From an optimization exercise on the open Yosys and OpenROAD flow, aimed at small area, a short achievable clock period and few clock cycles per item; shortcuts taken in it are not production practice.
Function was checked by simulation only, so behaviour that the tests miss may differ from the original.

[config.mk]
export PLATFORM = sky130hd
export DESIGN_NAME = rgb_to_hsv_converter
export DESIGN_NICKNAME = rgb_to_hsv_converter
export VERILOG_FILES = /design/flow/design.v
export SDC_FILE = /design/flow/constraint.sdc
export NUM_CORES = 4
export LEC_CHECK = 0
export CAP_MARGIN = 20
export CORE_MARGIN = 2
export CORE_UTILIZATION = 60
export CTS_BUF_LIST = sky130_fd_sc_hd__clkbuf_4 sky130_fd_sc_hd__clkbuf_8
export SLEW_MARGIN = 20
[constraint.sdc]
create_clock -name core_clock -period 10.0 [get_ports {i_clk}]
set_input_delay 2.0000 -clock core_clock [delete_from_list [all_inputs] [get_ports {i_clk}]]
set_output_delay 2.0000 -clock core_clock [all_outputs]
set_load 0.01 [all_outputs]
[design.v]
package rhsv_pkg;
    localparam int CHANNEL_BITS  = 8;
    localparam int FRACTION_BITS = 16;
endpackage
module rgb_to_hsv_converter (
    input  logic        i_clk,
    input  logic        i_rst_n,
    input  logic        i_valid,
    output logic        o_ready,
    input  logic [7:0]  i_red,
    input  logic [7:0]  i_green,
    input  logic [7:0]  i_blue,
    output logic        o_valid,
    input  logic        i_ready,
    output logic [15:0] o_hue,
    output logic [15:0] o_saturation,
    output logic [7:0]  o_value
);
    logic       r_in_vld, r_sk_vld;
    logic [7:0] r_in_r, r_in_g, r_in_b;
    logic [7:0] r_sk_r, r_sk_g, r_sk_b;
    logic       adv;       
    logic       in_en;     
    logic       take;      
    logic [8:0] r_vld;
    assign o_ready = !r_sk_vld;
    assign take    = i_valid && !r_sk_vld;
    assign adv     = i_ready || !r_vld[8];
    assign in_en   = adv || !r_in_vld;
    always_ff @(posedge i_clk) begin
        if (!i_rst_n) begin
            r_in_vld <= 1'b0;
            r_sk_vld <= 1'b0;
        end else if (in_en) begin
            r_in_vld <= r_sk_vld || take;
            r_sk_vld <= 1'b0;
        end else if (take) begin
            r_sk_vld <= 1'b1;
        end
    end
    always_ff @(posedge i_clk) begin
        if (in_en) begin
            r_in_r <= r_sk_vld ? r_sk_r : i_red;
            r_in_g <= r_sk_vld ? r_sk_g : i_green;
            r_in_b <= r_sk_vld ? r_sk_b : i_blue;
        end
        if (!r_sk_vld) begin
            r_sk_r <= i_red;
            r_sk_g <= i_green;
            r_sk_b <= i_blue;
        end
    end
    always_ff @(posedge i_clk) begin
        if (!i_rst_n) begin
            r_vld <= '0;
        end else if (adv) begin
            r_vld <= {r_vld[7:0], r_in_vld};
        end
    end
    logic ge_rg, ge_gr, ge_gb, ge_bg, ge_br, ge_rb;
    rhsv_ge8 u_ge_rg (.x(r_in_r), .y(r_in_g), .ge(ge_rg));
    rhsv_ge8 u_ge_gr (.x(r_in_g), .y(r_in_r), .ge(ge_gr));
    rhsv_ge8 u_ge_gb (.x(r_in_g), .y(r_in_b), .ge(ge_gb));
    rhsv_ge8 u_ge_bg (.x(r_in_b), .y(r_in_g), .ge(ge_bg));
    rhsv_ge8 u_ge_br (.x(r_in_b), .y(r_in_r), .ge(ge_br));
    rhsv_ge8 u_ge_rb (.x(r_in_r), .y(r_in_b), .ge(ge_rb));
    logic [7:0] df_rg, df_gr, df_gb, df_bg, df_br, df_rb;
    assign df_rg = r_in_r - r_in_g;
    assign df_gr = r_in_g - r_in_r;
    assign df_gb = r_in_g - r_in_b;
    assign df_bg = r_in_b - r_in_g;
    assign df_br = r_in_b - r_in_r;
    assign df_rb = r_in_r - r_in_b;
    logic rmax, gmax, bmax, zd, q15;
    logic s0, s1, s2, s3, s4, s5;
    assign rmax = ge_rg && ge_rb;
    assign gmax = !rmax && ge_gb;
    assign bmax = !rmax && !ge_gb;
    assign s0 = rmax && ge_gb;
    assign s5 = rmax && !ge_gb;
    assign s2 = gmax && ge_br;
    assign s1 = gmax && !ge_br;
    assign s4 = bmax && ge_rg;
    assign s3 = bmax && !ge_rg;
    logic [7:0] f_f, f_d, f_mx;
    assign f_f  = ({8{s0}} & df_gb) | ({8{s1}} & df_gr) | ({8{s2}} & df_br)
                | ({8{s3}} & df_bg) | ({8{s4}} & df_rg) | ({8{s5}} & df_rb);
    assign f_d  = ({8{s0}} & df_rb) | ({8{s1}} & df_gb) | ({8{s2}} & df_gr)
                | ({8{s3}} & df_br) | ({8{s4}} & df_bg) | ({8{s5}} & df_rg);
    assign f_mx = ({8{rmax}} & r_in_r) | ({8{gmax}} & r_in_g) | ({8{bmax}} & r_in_b);
    assign zd  = ge_rg && ge_gr && ge_gb && ge_bg;
    assign q15 = !zd && ((rmax && ge_gr) || (gmax && ge_bg));
    logic       f_h15;
    logic [1:0] f_m3;
    assign f_h15 = s3 || s4 || s5 || (s2 && q15);
    assign f_m3  = {s5 || (s2 && !q15), s1 || s4 || (s0 && q15)};
    logic [0:0] r0_hq;
    logic [1:0] r0_m3;
    logic [7:0] r0_hr, r0_hd, r0_sr, r0_mx;
    always_ff @(posedge i_clk) begin
        if (adv) begin
            r0_hq <= f_h15;
            r0_m3 <= f_m3;
            r0_hr <= q15 ? 8'd0 : f_f;
            r0_hd <= {f_d[7:1], f_d[0] | zd};
            r0_sr <= f_d;
            r0_mx <= f_mx;
        end
    end
    logic [7:0] h1_r;
    logic       h1_q;
    rhsv_step u_h1 (.rem(r0_hr), .div(r0_hd), .q(h1_q), .nrem(h1_r));
    logic [7:0] h2_r;
    logic       h2_q;
    rhsv_step u_h2 (.rem(h1_r), .div(r0_hd), .q(h2_q), .nrem(h2_r));
    logic [7:0] s0_r;
    logic       s0_q;
    rhsv_step u_s0 (.rem(r0_sr), .div(r0_mx), .q(s0_q), .nrem(s0_r));
    logic [7:0] s1_r;
    logic       s1_q;
    rhsv_step u_s1 (.rem(s0_r), .div(r0_mx), .q(s1_q), .nrem(s1_r));
    logic [0:0] r1_hq;
    logic [1:0] r1_sq;
    logic [7:0] r1_mx;
    logic [7:0] r1_hr, r1_hd, r1_sr;
    logic [1:0] r1_m3;
    logic [1:0] r1_hz;
    always_ff @(posedge i_clk) begin
        if (adv) begin
            r1_hq <= {r0_hq};
            r1_sq <= {s0_q, s1_q};
            r1_mx <= r0_mx;
            r1_hr <= h2_r;
            r1_m3 <= r0_m3;
            r1_hd <= r0_hd;
            r1_sr <= s1_r;
            r1_hz <= {h1_q, h2_q};
        end
    end
    logic [2:0] d1_u;
    logic [1:0] d1_m;
    logic       d1_b;
    assign d1_u = {r1_m3, r1_hz[1]};
    assign d1_b = d1_u >= 3'd3;
    assign d1_m = d1_b ? 2'(d1_u - 3'd3) : d1_u[1:0];
    logic [2:0] d2_u;
    logic [1:0] d2_m;
    logic       d2_b;
    assign d2_u = {d1_m, r1_hz[0]};
    assign d2_b = d2_u >= 3'd3;
    assign d2_m = d2_b ? 2'(d2_u - 3'd3) : d2_u[1:0];
    logic [7:0] h3_r;
    logic       h3_q;
    rhsv_step u_h3 (.rem(r1_hr), .div(r1_hd), .q(h3_q), .nrem(h3_r));
    logic [7:0] h4_r;
    logic       h4_q;
    rhsv_step u_h4 (.rem(h3_r), .div(r1_hd), .q(h4_q), .nrem(h4_r));
    logic [7:0] s2_r;
    logic       s2_q;
    rhsv_step u_s2 (.rem(r1_sr), .div(r1_mx), .q(s2_q), .nrem(s2_r));
    logic [7:0] s3_r;
    logic       s3_q;
    rhsv_step u_s3 (.rem(s2_r), .div(r1_mx), .q(s3_q), .nrem(s3_r));
    logic [2:0] r2_hq;
    logic [3:0] r2_sq;
    logic [7:0] r2_mx;
    logic [7:0] r2_hr, r2_hd, r2_sr;
    logic [1:0] r2_m3;
    logic [1:0] r2_hz;
    always_ff @(posedge i_clk) begin
        if (adv) begin
            r2_hq <= {r1_hq, d1_b, d2_b};
            r2_sq <= {r1_sq, s2_q, s3_q};
            r2_mx <= r1_mx;
            r2_hr <= h4_r;
            r2_m3 <= d2_m;
            r2_hd <= r1_hd;
            r2_sr <= s3_r;
            r2_hz <= {h3_q, h4_q};
        end
    end
    logic [2:0] d3_u;
    logic [1:0] d3_m;
    logic       d3_b;
    assign d3_u = {r2_m3, r2_hz[1]};
    assign d3_b = d3_u >= 3'd3;
    assign d3_m = d3_b ? 2'(d3_u - 3'd3) : d3_u[1:0];
    logic [2:0] d4_u;
    logic [1:0] d4_m;
    logic       d4_b;
    assign d4_u = {d3_m, r2_hz[0]};
    assign d4_b = d4_u >= 3'd3;
    assign d4_m = d4_b ? 2'(d4_u - 3'd3) : d4_u[1:0];
    logic [7:0] h5_r;
    logic       h5_q;
    rhsv_step u_h5 (.rem(r2_hr), .div(r2_hd), .q(h5_q), .nrem(h5_r));
    logic [7:0] h6_r;
    logic       h6_q;
    rhsv_step u_h6 (.rem(h5_r), .div(r2_hd), .q(h6_q), .nrem(h6_r));
    logic [7:0] s4_r;
    logic       s4_q;
    rhsv_step u_s4 (.rem(r2_sr), .div(r2_mx), .q(s4_q), .nrem(s4_r));
    logic [7:0] s5_r;
    logic       s5_q;
    rhsv_step u_s5 (.rem(s4_r), .div(r2_mx), .q(s5_q), .nrem(s5_r));
    logic [4:0] r3_hq;
    logic [5:0] r3_sq;
    logic [7:0] r3_mx;
    logic [7:0] r3_hr, r3_hd, r3_sr;
    logic [1:0] r3_m3;
    logic [1:0] r3_hz;
    always_ff @(posedge i_clk) begin
        if (adv) begin
            r3_hq <= {r2_hq, d3_b, d4_b};
            r3_sq <= {r2_sq, s4_q, s5_q};
            r3_mx <= r2_mx;
            r3_hr <= h6_r;
            r3_m3 <= d4_m;
            r3_hd <= r2_hd;
            r3_sr <= s5_r;
            r3_hz <= {h5_q, h6_q};
        end
    end
    logic [2:0] d5_u;
    logic [1:0] d5_m;
    logic       d5_b;
    assign d5_u = {r3_m3, r3_hz[1]};
    assign d5_b = d5_u >= 3'd3;
    assign d5_m = d5_b ? 2'(d5_u - 3'd3) : d5_u[1:0];
    logic [2:0] d6_u;
    logic [1:0] d6_m;
    logic       d6_b;
    assign d6_u = {d5_m, r3_hz[0]};
    assign d6_b = d6_u >= 3'd3;
    assign d6_m = d6_b ? 2'(d6_u - 3'd3) : d6_u[1:0];
    logic [7:0] h7_r;
    logic       h7_q;
    rhsv_step u_h7 (.rem(r3_hr), .div(r3_hd), .q(h7_q), .nrem(h7_r));
    logic [7:0] h8_r;
    logic       h8_q;
    rhsv_step u_h8 (.rem(h7_r), .div(r3_hd), .q(h8_q), .nrem(h8_r));
    logic [7:0] s6_r;
    logic       s6_q;
    rhsv_step u_s6 (.rem(r3_sr), .div(r3_mx), .q(s6_q), .nrem(s6_r));
    logic [7:0] s7_r;
    logic       s7_q;
    rhsv_step u_s7 (.rem(s6_r), .div(r3_mx), .q(s7_q), .nrem(s7_r));
    logic [6:0] r4_hq;
    logic [7:0] r4_sq;
    logic [7:0] r4_mx;
    logic [7:0] r4_hr, r4_hd, r4_sr;
    logic [1:0] r4_m3;
    logic [1:0] r4_hz;
    always_ff @(posedge i_clk) begin
        if (adv) begin
            r4_hq <= {r3_hq, d5_b, d6_b};
            r4_sq <= {r3_sq, s6_q, s7_q};
            r4_mx <= r3_mx;
            r4_hr <= h8_r;
            r4_m3 <= d6_m;
            r4_hd <= r3_hd;
            r4_sr <= s7_r;
            r4_hz <= {h7_q, h8_q};
        end
    end
    logic [2:0] d7_u;
    logic [1:0] d7_m;
    logic       d7_b;
    assign d7_u = {r4_m3, r4_hz[1]};
    assign d7_b = d7_u >= 3'd3;
    assign d7_m = d7_b ? 2'(d7_u - 3'd3) : d7_u[1:0];
    logic [2:0] d8_u;
    logic [1:0] d8_m;
    logic       d8_b;
    assign d8_u = {d7_m, r4_hz[0]};
    assign d8_b = d8_u >= 3'd3;
    assign d8_m = d8_b ? 2'(d8_u - 3'd3) : d8_u[1:0];
    logic [7:0] h9_r;
    logic       h9_q;
    rhsv_step u_h9 (.rem(r4_hr), .div(r4_hd), .q(h9_q), .nrem(h9_r));
    logic [7:0] h10_r;
    logic       h10_q;
    rhsv_step u_h10 (.rem(h9_r), .div(r4_hd), .q(h10_q), .nrem(h10_r));
    logic [7:0] s8_r;
    logic       s8_q;
    rhsv_step u_s8 (.rem(r4_sr), .div(r4_mx), .q(s8_q), .nrem(s8_r));
    logic [7:0] s9_r;
    logic       s9_q;
    rhsv_step u_s9 (.rem(s8_r), .div(r4_mx), .q(s9_q), .nrem(s9_r));
    logic [8:0] r5_hq;
    logic [9:0] r5_sq;
    logic [7:0] r5_mx;
    logic [7:0] r5_hr, r5_hd, r5_sr;
    logic [1:0] r5_m3;
    logic [1:0] r5_hz;
    always_ff @(posedge i_clk) begin
        if (adv) begin
            r5_hq <= {r4_hq, d7_b, d8_b};
            r5_sq <= {r4_sq, s8_q, s9_q};
            r5_mx <= r4_mx;
            r5_hr <= h10_r;
            r5_m3 <= d8_m;
            r5_hd <= r4_hd;
            r5_sr <= s9_r;
            r5_hz <= {h9_q, h10_q};
        end
    end
    logic [2:0] d9_u;
    logic [1:0] d9_m;
    logic       d9_b;
    assign d9_u = {r5_m3, r5_hz[1]};
    assign d9_b = d9_u >= 3'd3;
    assign d9_m = d9_b ? 2'(d9_u - 3'd3) : d9_u[1:0];
    logic [2:0] d10_u;
    logic [1:0] d10_m;
    logic       d10_b;
    assign d10_u = {d9_m, r5_hz[0]};
    assign d10_b = d10_u >= 3'd3;
    assign d10_m = d10_b ? 2'(d10_u - 3'd3) : d10_u[1:0];
    logic [7:0] h11_r;
    logic       h11_q;
    rhsv_step u_h11 (.rem(r5_hr), .div(r5_hd), .q(h11_q), .nrem(h11_r));
    logic [7:0] h12_r;
    logic       h12_q;
    rhsv_step u_h12 (.rem(h11_r), .div(r5_hd), .q(h12_q), .nrem(h12_r));
    logic [7:0] s10_r;
    logic       s10_q;
    rhsv_step u_s10 (.rem(r5_sr), .div(r5_mx), .q(s10_q), .nrem(s10_r));
    logic [7:0] s11_r;
    logic       s11_q;
    rhsv_step u_s11 (.rem(s10_r), .div(r5_mx), .q(s11_q), .nrem(s11_r));
    logic [10:0] r6_hq;
    logic [11:0] r6_sq;
    logic [7:0] r6_mx;
    logic [7:0] r6_hr, r6_hd, r6_sr;
    logic [1:0] r6_m3;
    logic [1:0] r6_hz;
    always_ff @(posedge i_clk) begin
        if (adv) begin
            r6_hq <= {r5_hq, d9_b, d10_b};
            r6_sq <= {r5_sq, s10_q, s11_q};
            r6_mx <= r5_mx;
            r6_hr <= h12_r;
            r6_m3 <= d10_m;
            r6_hd <= r5_hd;
            r6_sr <= s11_r;
            r6_hz <= {h11_q, h12_q};
        end
    end
    logic [2:0] d11_u;
    logic [1:0] d11_m;
    logic       d11_b;
    assign d11_u = {r6_m3, r6_hz[1]};
    assign d11_b = d11_u >= 3'd3;
    assign d11_m = d11_b ? 2'(d11_u - 3'd3) : d11_u[1:0];
    logic [2:0] d12_u;
    logic [1:0] d12_m;
    logic       d12_b;
    assign d12_u = {d11_m, r6_hz[0]};
    assign d12_b = d12_u >= 3'd3;
    assign d12_m = d12_b ? 2'(d12_u - 3'd3) : d12_u[1:0];
    logic [7:0] h13_r;
    logic       h13_q;
    rhsv_step u_h13 (.rem(r6_hr), .div(r6_hd), .q(h13_q), .nrem(h13_r));
    logic [7:0] h14_r;
    logic       h14_q;
    rhsv_step u_h14 (.rem(h13_r), .div(r6_hd), .q(h14_q), .nrem(h14_r));
    logic [7:0] s12_r;
    logic       s12_q;
    rhsv_step u_s12 (.rem(r6_sr), .div(r6_mx), .q(s12_q), .nrem(s12_r));
    logic [7:0] s13_r;
    logic       s13_q;
    rhsv_step u_s13 (.rem(s12_r), .div(r6_mx), .q(s13_q), .nrem(s13_r));
    logic [12:0] r7_hq;
    logic [13:0] r7_sq;
    logic [7:0] r7_mx;
    logic [7:0] r7_hr, r7_hd, r7_sr;
    logic [1:0] r7_m3;
    logic [1:0] r7_hz;
    always_ff @(posedge i_clk) begin
        if (adv) begin
            r7_hq <= {r6_hq, d11_b, d12_b};
            r7_sq <= {r6_sq, s12_q, s13_q};
            r7_mx <= r6_mx;
            r7_hr <= h14_r;
            r7_m3 <= d12_m;
            r7_hd <= r6_hd;
            r7_sr <= s13_r;
            r7_hz <= {h13_q, h14_q};
        end
    end
    logic [2:0] d13_u;
    logic [1:0] d13_m;
    logic       d13_b;
    assign d13_u = {r7_m3, r7_hz[1]};
    assign d13_b = d13_u >= 3'd3;
    assign d13_m = d13_b ? 2'(d13_u - 3'd3) : d13_u[1:0];
    logic [2:0] d14_u;
    logic [1:0] d14_m;
    logic       d14_b;
    assign d14_u = {d13_m, r7_hz[0]};
    assign d14_b = d14_u >= 3'd3;
    assign d14_m = d14_b ? 2'(d14_u - 3'd3) : d14_u[1:0];
    logic [7:0] h15_r;
    logic       h15_q;
    rhsv_step u_h15 (.rem(r7_hr), .div(r7_hd), .q(h15_q), .nrem(h15_r));
    logic [2:0] d15_u;
    logic [1:0] d15_m;
    logic       d15_b;
    assign d15_u = {d14_m, h15_q};
    assign d15_b = d15_u >= 3'd3;
    assign d15_m = d15_b ? 2'(d15_u - 3'd3) : d15_u[1:0];
    logic [7:0] s14_r;
    logic       s14_q;
    rhsv_step u_s14 (.rem(r7_sr), .div(r7_mx), .q(s14_q), .nrem(s14_r));
    logic [7:0] s15_r;
    logic       s15_q;
    rhsv_step u_s15 (.rem(s14_r), .div(r7_mx), .q(s15_q), .nrem(s15_r));
    logic [15:0] r8_hq;
    logic [15:0] r8_sq;
    logic [7:0] r8_mx;
    always_ff @(posedge i_clk) begin
        if (adv) begin
            r8_hq <= {r7_hq, d13_b, d14_b, d15_b};
            r8_sq <= {r7_sq, s14_q, s15_q} & {16{r7_mx != 8'd0}};
            r8_mx <= r7_mx;
        end
    end
    assign o_valid      = r_vld[8];
    assign o_hue        = r8_hq;
    assign o_saturation = r8_sq;
    assign o_value      = r8_mx;
endmodule
module rhsv_step (
    input  logic [7:0] rem,
    input  logic [7:0] div,
    output logic       q,
    output logic [7:0] nrem
);
    logic [7:0] sh;
    assign sh = {rem[6:0], 1'b0};
    logic [7:0] g0, a0, g1, a1, g2, a2, g3;
    assign g0 = ~sh & div;
    assign a0 = ~sh | div;
    genvar i;
    generate
        for (i = 0; i < 8; i++) begin : g_l1
            if (i % 2 == 1) begin : g_c
                assign g1[i] = g0[i] | (a0[i] & g0[i-1]);
                assign a1[i] = a0[i] & a0[i-1];
            end else begin : g_p
                assign g1[i] = g0[i];
                assign a1[i] = a0[i];
            end
        end
        for (i = 0; i < 8; i++) begin : g_l2
            if (i % 4 >= 2) begin : g_c
                assign g2[i] = g1[i] | (a1[i] & g1[(i/4)*4+1]);
                assign a2[i] = a1[i] & a1[(i/4)*4+1];
            end else begin : g_p
                assign g2[i] = g1[i];
                assign a2[i] = a1[i];
            end
        end
        for (i = 0; i < 8; i++) begin : g_l3
            if (i >= 4) begin : g_c
                assign g3[i] = g2[i] | (a2[i] & g2[3]);
            end else begin : g_p
                assign g3[i] = g2[i];
            end
        end
    endgenerate
    assign q = rem[7] | ~g3[7];
    assign nrem = sh ^ ({8{q}} & (div ^ {g3[6:0], 1'b0}));
endmodule
module rhsv_ge8 (
    input  logic [7:0] x,
    input  logic [7:0] y,
    output logic       ge
);
    logic [7:0] g0, a0;
    logic [3:0] g1, a1;
    logic [1:0] g2, a2;
    assign g0 = ~x & y;
    assign a0 = ~x | y;
    genvar i;
    generate
        for (i = 0; i < 4; i++) begin : g_l1
            assign g1[i] = g0[2*i+1] | (a0[2*i+1] & g0[2*i]);
            assign a1[i] = a0[2*i+1] & a0[2*i];
        end
        for (i = 0; i < 2; i++) begin : g_l2
            assign g2[i] = g1[2*i+1] | (a1[2*i+1] & g1[2*i]);
            assign a2[i] = a1[2*i+1] & a1[2*i];
        end
    endgenerate
    assign ge = !(g2[1] | (a2[1] & g2[0]));
endmodule
module rhsv_sub8 (
    input  logic [7:0] x,
    input  logic [7:0] y,
    output logic [7:0] d,
    output logic       bo
);
    logic [7:0] g0, a0, g1, a1, g2, a2, g3;
    assign g0 = ~x & y;
    assign a0 = ~x | y;
    genvar i;
    generate
        for (i = 0; i < 8; i++) begin : g_l1
            if (i % 2 == 1) begin : g_c
                assign g1[i] = g0[i] | (a0[i] & g0[i-1]);
                assign a1[i] = a0[i] & a0[i-1];
            end else begin : g_p
                assign g1[i] = g0[i];
                assign a1[i] = a0[i];
            end
        end
        for (i = 0; i < 8; i++) begin : g_l2
            if (i % 4 >= 2) begin : g_c
                assign g2[i] = g1[i] | (a1[i] & g1[(i/4)*4+1]);
                assign a2[i] = a1[i] & a1[(i/4)*4+1];
            end else begin : g_p
                assign g2[i] = g1[i];
                assign a2[i] = a1[i];
            end
        end
        for (i = 0; i < 8; i++) begin : g_l3
            if (i >= 4) begin : g_c
                assign g3[i] = g2[i] | (a2[i] & g2[3]);
            end else begin : g_p
                assign g3[i] = g2[i];
            end
        end
    endgenerate
    assign bo = g3[7];
    assign d  = x ^ (y ^ {g3[6:0], 1'b0});
endmodule
[flow/run.sh]
#!/bin/bash
# Standard synthesis, then the standard layout steps with repair_timing aiming at a
# setup slack of SETUP_MARGIN ns (the clock and constraints are the design's).
set -euo pipefail
SETUP_MARGIN=${SETUP_MARGIN:-6}
bash standard.sh synth > synth.log 2>&1
bash standard.sh SETUP_SLACK_MARGIN=$SETUP_MARGIN finish > layout.log 2>&1
[standard.sh]
#!/bin/bash
# synth_recipe.tcl (not shown) runs the flow's synth.tcl, then flattens the netlist and writes it again
# the make line also repeats each setting of config.mk as NAME=value (left out here)
make -C /OpenROAD-flow-scripts/flow DESIGN_CONFIG=/design/flow/config.mk WORK_HOME=/design/flow/orfs CLKGATE_MAP_FILE= SYNTH_SCRIPT=/design/flow/synth_recipe.tcl "${@:-finish}"
==> results of run 1 <==
[flip-flops by register name, summed over array words and instances, names as in the netlist, 9 cells and up]
| signal | count |
|---|---|
| r8_hq | 16 |
| r8_sq | 16 |
| r7_sq | 14 |
| r7_hq | 13 |
| r6_sq | 12 |
| r6_hq | 11 |
| r5_sq | 10 |
| r5_hq | 9 |
| r_vld | 9 |
[path summary, 6_finish.rpt]
kind | from | to | slack [ps] | cells after the start
min | r5_hq[0] | r6_hq[2] | 410 | 0
min reg2reg | r5_hq[0] | r6_hq[2] | 410 | 0
max | r2_hd[0] | r3_hr[2] | 5980 | 14
max reg2reg | r2_hd[0] | r3_hr[2] | 5980 | 14
[cells in the mapped netlist (24+ instances only)]
| cell type | instances |
|---|---|
| a21o_1 | 36 |
| a21oi_1 | 192 |
| a31oi_1 | 31 |
| and2_1 | 49 |
| buf_2 | 32 |
| clkbuf_1 | 68 |
| dfxtp_1 | 35 |
| edfxtp_1 | 449 |
| ha_1 | 69 |
| inv_1 | 181 |
| maj3_1 | 54 |
| mux2_2 | 38 |
| mux2i_1 | 40 |
| nand2_1 | 245 |
| nand2b_1 | 83 |
| nand3_1 | 48 |
| nor2_1 | 199 |
| nor2b_1 | 78 |
| nor3_1 | 37 |
| o211ai_1 | 45 |
| o21a_1 | 27 |
| o21ai_0 | 142 |
| or2_2 | 38 |
| or3_1 | 24 |
| xnor2_1 | 214 |
| xor2_1 | 82 |
[kinds of logic (layout without fill, tap and decap cells)]
group                      Yosys count  after routing  share of synthesized area
DFF                                484            484                      0.471
AOI/OAI and AO/OA                  781            784                      0.180
and+or+nand+nor                    861            861                      0.140
xor gates and xnor gates           296            296                     0.0860
muxes                               78             78                     0.0275
other                                0              1                          0
adders and majority gates          145            145                     0.0566
buffers and inverters              300            612                     0.0397
[layer usage]
metal | vias to the layer above | part of all wire
li1 | 11300 | -
met1 | 11100 | 0.42
met2 | 552 | 0.51
met3 | 135 | 0.037
met4 | 0 | 0.030
met5 | - | 0
[layout by cell type (no fill, tap or decap), types with 24 or more instances in the layout]
cell type and count:
edfxtp_1 449, nand2_1 239, xnor2_1 208, buf_4 195, a21oi_1 190, nor2_1 185
inv_1 178, o21ai_0 136, clkbuf_8 85, nand2b_1 83, xor2_1 81, nor2b_1 71
ha_1 69, clkdlybuf4s50_1 69, nand3_1 47, maj3_1 45, o211ai_1 45, and2_1 44
or2_2 37, mux2_2 37, mux2i_1 36, a21o_1 34, dfxtp_1 34, nor3_1 33
a31oi_1 29, maj3_2 25, o21a_1 24
[worst register-to-register path: stages, from the launching register on]
cell and delay (ps):
edfxtp_1 490, a21boi_4 240, o31ai_4 110, o311ai_4 330, a41o_1 280, a31oi_4 140, buf_6 150, o211a_4 240
o41ai_4 390, a31oi_2 160, maj3_2 350, maj3_2 340, a21o_4 260, mux2i_2 160, xnor2_1 130
[stage by stage]
stage               area [sq um]  hold WS [ps]   util
detailed placement         31300           405  0.627
floorplan                  30200           400      -
CTS                        33700           394  0.675
global placement           31300           401  0.627
global route               35300           400  0.708
finish                     35300           407  0.708
[final cells by class]
class | instances | share of cell area
antenna | 1 | 0.0000709
clock buffer | 102 | 0.0367
clock inverter | 49 | 0.0102
inverter | 188 | 0.0208
multi-input combinational | 2164 | 0.442
sequential | 484 | 0.402
tap | 672 | 0.0238
timing repair buffer | 272 | 0.0644
timing repair inverter | 1 | 0.000461
[timing repair]
action / 4_1_cts / 5_1_grt
setup endpoints to repair: 322 / 117
pin swaps: 16 / 68
setup buffers: 53 / 140
gates resized for setup: 64 / 119
gates cloned: 1 / 4
==> qor.csv, run 1 <==
stage;metric;value;unit
status;status;no timing/DRC/antenna violations;
worst_setup_path;crit_top_cell;maj3_2;
global_routing;grt_use_total;0.237;
worst_setup_path;setup.worst_path.start_class;register;
global_routing;grtUsageMet3;0.0319;
floorplanning;pin_count;70;
logic_synthesis;synth_top_area_cell;edfxtp_1;
worst_setup_path;critPathKind;reg -> reg;
placed_design;place.port_buffers;69;
cells_and_area;post_route_cells_drive_above_1_share;0.187;
drt;drtIter0Drc;1466;
drt;drtPass1Iterations;9;
floorplanning;rows;82;
logic_synthesis;netlist_area;30100;sq um
global_routing;antenna_found_initial;1;
clock_tree;clk_pin_slew;60;ps
flow_run;cap_viol_max_count;0;
clock_tree;holdBufCountCts;0;
global_routing;grt_pass1_vias;21700;
cells_and_area;final_net_count;3296;
hold_path;hold_path.class;reg -> reg;
placed_design;place.gp.congestion;0.939;
clock_tree;htreeDepth;3;
drt;drc_errors;0;
floorplanning;core-area;49900;sq um
drt;antenna_left;0;
drt;wl;65000;um
clock_tree;cts.sinks;484;
floorplanning;die_area;52000;sq um
logic_synthesis;async_flop_share;0;
worst_setup_path;cp.arrival;4430;ps
placed_design;place_ws;5080;ps
worst_setup_path;cp.buffers_inverters;1;
timing;worst_pin_slew;951;ps
logic_synthesis;netlist_instances;2945;
timing;fin_skew;31.6;ps
cells_and_area;fin_cells;3933;
logic_synthesis;syn-num-nets;3048;
global_routing;grt_use_met1;0.294;
logic_synthesis;yosys_warnings;1;
logic_synthesis;synthFlopType;edfxtp_1;
logic_synthesis;synth_top_area_share;0.448;
logic_synthesis;yosysUniqueCellTypes;100;
timing;period_minus_slack;4030;ps
worst_setup_path;slowest_stage;edfxtp_1;
timing;rsz0062_at_grt;yes;
worst_setup_path;end_kind;register;
timing;tns;0;ps
floorplanning;die_h;228;um
drt;via_per_inst;5.87;
drt;vias;23100;
timing;maxSlewHeadroom;0.360;
global_routing;grt_max_degree;102;
timing;fin_ws;5980;ps
worst_setup_path;path_cells;a21boi_4, o31ai_4, o311ai_4, a41o_1, a31oi_4, buf_6, o211a_4, o41ai_4, a31oi_2, maj3_2, maj3_2, a21o_4, mux2i_2, xnor2_1;
cells_and_area;area_growth;17.2;%
clock_tree;root_buffer;clkbuf_8;
global_routing;grt_pass1_wl;103000;um
logic_synthesis;postSynthAreaPerCell;10.2;sq um
worst_setup_path;crit_required;10400;ps
logic_synthesis;synth_top_cells_by_area;edfxtp_1 45%, xnor2_1 6.2%, a21oi_1 3.2%, nand2_1 3.1%, ha_1 2.9%;
worst_setup_path;crit_family;compound AO/OA/AOI/OAI gates;
cells_and_area;seqCellArea;14200;sq um
worst_setup_path;slowest_delay;490;ps
timing;hold_viol_final;0;
floorplanning;start_util;0.604;
worst_setup_path;cp_max_fo;6;
floorplanning;die_w;228;um
clock_tree;cts_buffers;82;
drt;routedWlPerCell;16.5;um
global_routing;grt-busiest-layer;met2;
logic_synthesis;ys_seq_area_frac;0.471;
clock_tree;worstSkewPairLatency;670;ps
clock_tree;cts_max_path_buffers;3;
cells_and_area;multi_input_area;15600;sq um
global_routing;grt_use_met2;0.420;
global_routing;grt_overflow;0;
timing;setup_viol;0;
placed_design;dp_hpwl;43600;um
clock_tree;cts_tree;built;
timing;fin_crit_sh;0.403;
logic_synthesis;synth-edff-count;449;
placed_design;dp.cells;3582;
cells_and_area;nFillCells;3685;
logic_synthesis;ys_ff_latch;484;
timing;max_freq;0.248;GHz
timing;drv_slew;0;
Testbench counts, summed over its fixed seeds: cycles 16,080, pixels 16,000.
==> run 2: changes to the inputs <==
--- a/design.v
+++ b/design.v
@@ -25,3 +25,4 @@
     logic [8:0] r_vld;
-    assign o_ready = !r_sk_vld;
+    logic       r_rdy, r_nov;
+    assign o_ready = r_rdy;
     assign take    = i_valid && !r_sk_vld;
@@ -33,2 +34,3 @@
             r_sk_vld <= 1'b0;
+            r_rdy    <= 1'b1;
         end else if (in_en) begin
@@ -36,4 +38,6 @@
             r_sk_vld <= 1'b0;
+            r_rdy    <= 1'b1;
         end else if (take) begin
             r_sk_vld <= 1'b1;
+            r_rdy    <= 1'b0;
         end
@@ -55,4 +59,6 @@
             r_vld <= '0;
+            r_nov <= 1'b1;
         end else if (adv) begin
             r_vld <= {r_vld[7:0], r_in_vld};
+            r_nov <= !r_vld[7];
         end
@@ -428,3 +434,3 @@
     end
-    assign o_valid      = r_vld[8];
+    assign o_valid      = !r_nov;
     assign o_hue        = r8_hq;
@@ -475,25 +481,2 @@
 endmodule
-module rhsv_ge8 (
-    input  logic [7:0] x,
-    input  logic [7:0] y,
-    output logic       ge
-);
-    logic [7:0] g0, a0;
-    logic [3:0] g1, a1;
-    logic [1:0] g2, a2;
-    assign g0 = ~x & y;
-    assign a0 = ~x | y;
-    genvar i;
-    generate
-        for (i = 0; i < 4; i++) begin : g_l1
-            assign g1[i] = g0[2*i+1] | (a0[2*i+1] & g0[2*i]);
-            assign a1[i] = a0[2*i+1] & a0[2*i];
-        end
-        for (i = 0; i < 2; i++) begin : g_l2
-            assign g2[i] = g1[2*i+1] | (a1[2*i+1] & g1[2*i]);
-            assign a2[i] = a1[2*i+1] & a1[2*i];
-        end
-    endgenerate
-    assign ge = !(g2[1] | (a2[1] & g2[0]));
-endmodule
 module rhsv_sub8 (
@@ -538 +521,24 @@
 endmodule
+module rhsv_ge8 (
+    input  logic [7:0] x,
+    input  logic [7:0] y,
+    output logic       ge
+);
+    logic [7:0] g0, a0;
+    logic [3:0] g1, a1;
+    logic [1:0] g2, a2;
+    assign g0 = ~x & y;
+    assign a0 = ~x | y;
+    genvar i;
+    generate
+        for (i = 0; i < 4; i++) begin : g_l1
+            assign g1[i] = g0[2*i+1] | (a0[2*i+1] & g0[2*i]);
+            assign a1[i] = a0[2*i+1] & a0[2*i];
+        end
+        for (i = 0; i < 2; i++) begin : g_l2
+            assign g2[i] = g1[2*i+1] | (a1[2*i+1] & g1[2*i]);
+            assign a2[i] = a1[2*i+1] & a1[2*i];
+        end
+    endgenerate
+    assign ge = !(g2[1] | (a2[1] & g2[0]));
+endmodule
--- a/flow/run.sh
+++ b/flow/run.sh
@@ -4,3 +4,3 @@
 set -euo pipefail
-SETUP_MARGIN=${SETUP_MARGIN:-6}
+SETUP_MARGIN=${SETUP_MARGIN:-6.6}
 bash standard.sh synth > synth.log 2>&1
--- a/config.mk
+++ b/config.mk
@@ -7,2 +7,3 @@
 export LEC_CHECK = 0
+export ABC_AREA = 1
 export CAP_MARGIN = 20
@@ -10,3 +11,2 @@
 export CORE_UTILIZATION = 60
-export CTS_BUF_LIST = sky130_fd_sc_hd__clkbuf_4 sky130_fd_sc_hd__clkbuf_8
 export SLEW_MARGIN = 20
==> run 2 against run 1 <==
Compared with the run above: die area increased by 2.9%; final cell count grew 20%; fmax increased by 20%; synthesized area increased by 3.0%; flip-flop and latch count up 2; critical path type is now in -> reg.
==> qor.csv, run 2 <==
stage;metric;value;unit
cells_and_area;final_net_count;4097;
status;status;no timing/DRC/antenna violations;
cells_and_area;layout_common_cells;1340 x nand2_1, 541 x inv_1, 453 x nand3_1;
clock_tree;root_buffer;clkbuf_16;
logic_synthesis;syn-num-nets;4017;
placed_design;place.gp.congestion;0.934;
timing;fin_skew;20.2;ps
worst_setup_path;r2r-start;r_in_g[2];
drt;antenna_left;0;
drt;highest_layer;met4;
worst_setup_path;slowest_stage;clkdlybuf4s50_1;
worst_setup_path;worstSetupStartpoint;i_ready;
hold_path;hp-start;r6_hq[6];
worst_setup_path;cp_max_fo;126;
drt;wl_met3;2650;um
cells_and_area;final_common_cell;nand2_1;
drt;vias;25300;
floorplanning;die_h;231;um
cells_and_area;n_antenna_cell;0;
logic_synthesis;ys_seq_area_frac;0.458;
logic_synthesis;async_flop_share;0;
logic_synthesis;yosysMostFrequentCell;nand2_1;
timing;setup_viol;0;
clock_tree;clk_pin_slew;60;ps
drt;via_per_inst;5.37;
timing;fin_crit_sh;0.335;
logic_synthesis;synth-edff-count;449;
logic_synthesis;synth_top_cells_by_area;edfxtp_1 43%, nand2_1 16%, nand3_1 7.3%, inv_1 6.6%, xor2_1 4.3%;
drt;drtPass1Iterations;6;
drt;drt-met1-wl;29200;um
timing;worst_pin_slew;777;ps
worst_setup_path;cp.arrival;3580;ps
worst_setup_path;setup.worst_path.start_class;input pin;
logic_synthesis;synth_top_area_cell;edfxtp_1;
worst_setup_path;crit_required;10230;ps
clock_tree;worstSkewPairLatency;600;ps
worst_setup_path;crit_top_cell;buf_12;
logic_synthesis;synth_top_area_share;0.435;
global_routing;grt_pass1_vias;23900;
clock_tree;cts.sinks;486;
clock_tree;cts_buffers;51;
global_routing;antenna_found_initial;0;
worst_setup_path;slowest_delay;500;ps
global_routing;grt_overflow;0;
drt;drtIter0Drc;1589;
timing;tns;0;ps
flow_run;cap_viol_max_count;0;
clock_tree;holdBufCountCts;0;
floorplanning;pin_count;70;
global_routing;grt_pass1_wl;111000;um
drt;wl_met2;32200;um
hold_path;hold_depth;0;
timing;rsz0062_at_grt;no;
timing;whs;406;ps
worst_setup_path;path_cells;clkdlybuf4s50_1, nor2_4, buf_12, clkinv_16, buf_12;
logic_synthesis;yosys_warnings;1;
worst_setup_path;end_kind;register;
worst_setup_path;ff2ff_path_depth;15;
hold_path;hold_path.class;reg -> reg;
global_routing;grt_max_degree;127;
logic_synthesis;synthTopCellsByCount;1342 x nand2_1, 544 x inv_1, 453 x nand3_1, 449 x edfxtp_1, 194 x nor2_1;
logic_synthesis;synthFlopType;edfxtp_1;
timing;period_minus_slack;3350;ps
clock_tree;cts_max_path_buffers;3;
drt;drc_errors;0;
floorplanning;start_util;0.606;
logic_synthesis;ys_ff_latch;486;
cells_and_area;area_growth;9.39;%
drt;wl;66000;um
floorplanning;die_w;231;um
floorplanning;die_area;53500;sq um
logic_synthesis;postSynthAreaPerCell;7.93;sq um
timing;drv_slew;0;
timing;max_freq;0.299;GHz
timing;hold_viol_final;0;
floorplanning;core-area;51200;sq um
drt;routedWlPerCell;14.0;um
worst_setup_path;critPathKind;in -> reg;
placed_design;dp_hpwl;48900;um
floorplanning;rows;83;
clock_tree;cts_tree;built;
placed_design;place.port_buffers;69;
cells_and_area;top_regs;r8_hq (16), r8_sq (16), r7_sq (14);
timing;maxSlewHeadroom;0.476;
logic_synthesis;yosysUniqueCellTypes;54;
global_routing;grt_use_total;0.250;
cells_and_area;post_route_cells_drive_above_1_share;0.0808;
logic_synthesis;netlist_area;31000;sq um
clock_tree;htreeDepth;2;
logic_synthesis;netlist_instances;3914;
-- run 2: logic make-up (layout without fill, tap and decap cells) --
logic type	count (synthesis)	in the layout	share of synthesized area
buffers and inverters	655	777	0.0867
adder cells (fa/ha/maj)	75	75	0.0317
AO/OA/AOI/OAI	279	279	0.0514
AND/OR/NAND/NOR	2230	2230	0.315
multiplexers	24	24	0.00871
flip-flops	486	486	0.458
XOR/XNOR	165	165	0.0475
-- run 2: path summary, 6_finish.rpt --
check | end | slack, ps
max | r6_mx[3] | 6650
min | r7_hq[8] | 410
max reg2reg | r0_hd[2] | 6820
min reg2reg | r7_hq[8] | 410
-- run 2: stage by stage --
step / util / std cells / setup slack (ps) / instance area, sq um
after floorplan: - / 3914 / 6430 / 31100
after global placement: 0.629 / 4610 / 5330 / 32200
after detailed placement: 0.629 / 4610 / 5270 / 32200
after CTS: 0.661 / 4709 / 6640 / 33900
after global routing: 0.663 / 4716 / 6600 / 33900
final: 0.663 / 4716 / 6650 / 33900
-- run 2: layout make-up --
cell class	instances	area, sq um
fillers	4229	17300
flip-flops and latches	486	14200
multi-input cells	2773	14200
inverters	598	2280
clock buffers	63	1360
well taps	680	851
repair buffers	83	781
clock inverters	32	253
repair inverters	1	16.3
-- run 2: timing repair --
item	CTS	global route
resized for setup	54	8
endpoints found under the setup margin	278	18
gates cloned	1	0
hold endpoints to repair	0	0
pin swaps	1	1
setup buffers	3	7
-- run 2: routing by layer --
metal / track usage / vias up
met2: 0.444 / 584
met1: 0.317 / 11600
met4: 0.0833 / 0
li1: - / 12900
met5: 0 / -
met3: 0.0285 / 137
-- run 2: worst max-delay path: cells and delay by family --
family / cells / cell delay [ps]
buf+inv: 4 / 1320
simple gates: 1 / 50
Testbench counts of run 2, summed over its fixed seeds: cycles 16,080, pixels 16,000.
==> run 3: changes to the inputs <==
--- a/config.mk
+++ b/config.mk
@@ -10,3 +10,4 @@
 export CORE_MARGIN = 2
-export CORE_UTILIZATION = 60
+export CORE_UTILIZATION = 70
+export CTS_BUF_LIST = sky130_fd_sc_hd__clkbuf_4 sky130_fd_sc_hd__clkbuf_8
 export SLEW_MARGIN = 20
==> run 3 against run 2 <==
Compared with the run above: count of clock-buffer cells in the layout is 40 higher; die area is 14% lower; synthesized area stayed put; synthesized cell count stayed put; first-iteration DRC count is 50% higher; final cell count is 0.76% lower; global-route usage is 4.9 points higher; utilization is 11 points higher; register-to-register slack worse by 110 ps.
==> qor.csv, run 3 <==
stage;metric;value;unit
logic_synthesis;synth-edff-count;449;
timing;period_minus_slack;3330;ps
logic_synthesis;yosysMostFrequentCell;nand2_1;
drt;routedWlPerCell;14.8;um
logic_synthesis;synthFlopType;edfxtp_1;
timing;hold_viol_final;0;
timing;tns;0;ps
floorplanning;core-area;44000;sq um
timing;fin_skew;22.3;ps
cells_and_area;post_route_cells_drive_above_1_share;0.0935;
worst_setup_path;crit_family;flip-flops;
global_routing;grt_use_total;0.299;
timing;setup_viol;0;
clock_tree;htreeDepth;3;
worst_setup_path;cp-endpoint;o_hue[13];
floorplanning;rows;77;
logic_synthesis;syn-num-nets;4017;
logic_synthesis;synthTopCellsByCount;1342 x nand2_1, 544 x inv_1, 453 x nand3_1, 449 x edfxtp_1, 194 x nor2_1;
drt;drtPass1Iterations;7;
floorplanning;die_w;215;um
timing;worst_pin_slew;1070;ps
placed_design;dp.cells;4522;
floorplanning;die_h;215;um
worst_setup_path;cp_max_fo;1;
cells_and_area;final_common_cell;nand2_1;
logic_synthesis;yosysUniqueCellTypes;54;
worst_setup_path;critPathKind;reg -> out;
flow_run;cap_viol_max_count;0;
timing;whs;410;ps
cells_and_area;post-route-util;0.771;
global_routing;grt_max_degree;97;
timing;fin_crit_sh;0.333;
worst_setup_path;r2r-start;r_in_b[1];
worst_setup_path;path_cells;dlygate4sd2_1;
worst_setup_path;cp.arrival;1330;ps
cells_and_area;final_net_count;4129;
cells_and_area;fin_cells;4680;
clock_tree;cts_max_path_buffers;3;
drt;vias;26300;
drt;wl;69200;um
logic_synthesis;synth_top_area_share;0.435;
cells_and_area;nFillCells;3067;
worst_setup_path;crit_required;8000;ps
logic_synthesis;async_flop_share;0;
logic_synthesis;ys_seq_area_frac;0.458;
placed_design;place_ws;5510;ps
clock_tree;cts.sinks;486;
hold_path;hold_path.class;reg -> reg;
clock_tree;worstSkewPairLatency;670;ps
logic_synthesis;synth_top_cells_by_area;edfxtp_1 43%, nand2_1 16%, nand3_1 7.3%, inv_1 6.6%, xor2_1 4.3%;
cells_and_area;area_growth;9.35;%
logic_synthesis;netlist_instances;3914;
timing;max_freq;0.300;GHz
worst_setup_path;cp_num_cells;1;
worst_setup_path;cp.buffers_inverters;1;
cells_and_area;layout_common_cells;1340 x nand2_1, 541 x inv_1, 453 x nand3_1;
global_routing;grt_overflow;0;
worst_setup_path;slowest_stage;edfxtp_1;
cells_and_area;top_regs;r8_hq (16), r8_sq (16), r7_sq (14);
placed_design;place.gp.congestion;0.916;
floorplanning;start_util;0.705;
placed_design;dp_hpwl;49700;um
global_routing;grt_pass1_wl;114000;um
drt;antenna_left;0;
logic_synthesis;synth_top_area_cell;edfxtp_1;
worst_setup_path;ff2ff_path_depth;11;
clock_tree;cts_tree;built;
placed_design;place.port_buffers;69;
floorplanning;die_area;46000;sq um
worst_setup_path;setup.worst_path.start_class;register;
clock_tree;clk_pin_slew;60;ps
drt;via_per_inst;5.62;
worst_setup_path;r2r_slack;6710;ps
timing;maxSlewHeadroom;0.284;
logic_synthesis;postSynthAreaPerCell;7.93;sq um
clock_tree;cts_buffers;81;
status;status;no timing/DRC/antenna violations;
clock_tree;root_buffer;clkbuf_8;
worst_setup_path;worstSetupStartpoint;r8_hq[13];
logic_synthesis;netlist_area;31000;sq um
logic_synthesis;ys_ff_latch;486;
global_routing;grt_pass1_vias;25300;
timing;rsz0062_at_grt;no;
hold_path;hp-start;r5_hq[1];
floorplanning;pin_count;70;
worst_setup_path;end_kind;output pin;
logic_synthesis;yosys_warnings;1;
global_routing;antenna_found_initial;1;
timing;drv_slew;0;
drt;drtIter0Drc;2381;
worst_setup_path;slowest_delay;370;ps
timing;fin_ws;6670;ps
worst_setup_path;r2r-end;r0_hr[7];
drt;drc_errors;0;
-- run 3: worst min-delay path by stage --
stage / to / slack [ps] / cells after the start
floorplan: r_rdy / 390 / 1
finish: r6_hq[3] / 410 / 0
global route: r7_sq[8] / 420 / 0
CTS: r8_hq[12] / 400 / 0
detailed placement: r4_sq[5] / 400 / 0
global placement: r2_sq[3] / 400 / 0
-- run 3: metrics by stage --
step	area [sq um]
detailed placement	32100
global placement	32100
CTS	33900
floorplan	31100
global route	33900
finish	33900
-- run 3: layer usage --
metal	vias to the layer above	routed length, um	GRT usage
li1	13000	-	-
met1	12100	27700	0.353
met2	990	34500	0.537
met3	231	4240	0.0462
met4	0	2740	0.139
met5	-	0	0
-- run 3: cell families (layout without fill, tap and decap cells) --
group / after synthesis / after routing / synth area share
buf+inv: 655 / 828 / 0.0867
flops: 486 / 486 / 0.458
simple gates: 2230 / 2230 / 0.315
other cells: 0 / 1 / 0
fa+ha+maj: 75 / 75 / 0.0317
compound gates: 279 / 279 / 0.0514
mux: 24 / 24 / 0.00871
xor+xnor: 165 / 165 / 0.0475
-- run 3: layout make-up --
type                    instances  area [sq um]  share of cell area
diodes                          1          2.50           0.0000738
clock buffers                 103          1310              0.0386
clock inverters                41           390              0.0115
inverters                     598          2280              0.0672
multi-input cells            2773         14200               0.418
flip-flops and latches        486         14200               0.419
well taps                     592           741              0.0218
repair buffers                 84           783              0.0231
repair inverters                2          23.8            0.000701
-- run 3: what timing repair did --
action,4_1_cts,5_1_grt
hold buffers,0,0
resized for setup,53,11
setup endpoints to repair,321,183
buffers inserted,6,5
cloned,1,1
pin swaps,2,0

what the ideal ports hide:
The flow's constraints put no driver on any port. The routed layouts listed below were extracted and timed again, unchanged, in two steps. Step 1: set_driving_cell puts a clkbuf_16 on i_clk and a buf_2 on each other input, an assumption about the parent block. Step 2, shift: input delay + t, output delay - t, t = (earliest + latest rising clock arrival at the registers) / 2. This alone moves slack from input paths to output paths. Slacks: no drivers / after step 1 / after step 2; pairs: no drivers / after step 1.
| run | t (ns) | setup slack, ns | hold slack, ns | worst setup path at the end | worst register clock-pin slew, ns |
|---|---|---|---|---|---|
| run 1 | 0.718 | 5.975 / 5.975 / 5.514 | 0.407 / 0.407 / 0.407 | input to register | 0.07 / 0.07 |
| run 2 | 0.655 | 6.652 / 6.666 / 6.030 | 0.406 / 0.406 / 0.406 | input to register | 0.07 / 0.07 |
| run 3 | 0.718 | 6.668 / 6.612 / 5.995 | 0.410 / 0.410 / 0.410 | input to register | 0.07 / 0.07 |
After both steps setup and hold are still met in every run listed. The setup slack of run 3, which loses most, moves by -0.056 ns with the drivers and by -0.673 ns with both steps.
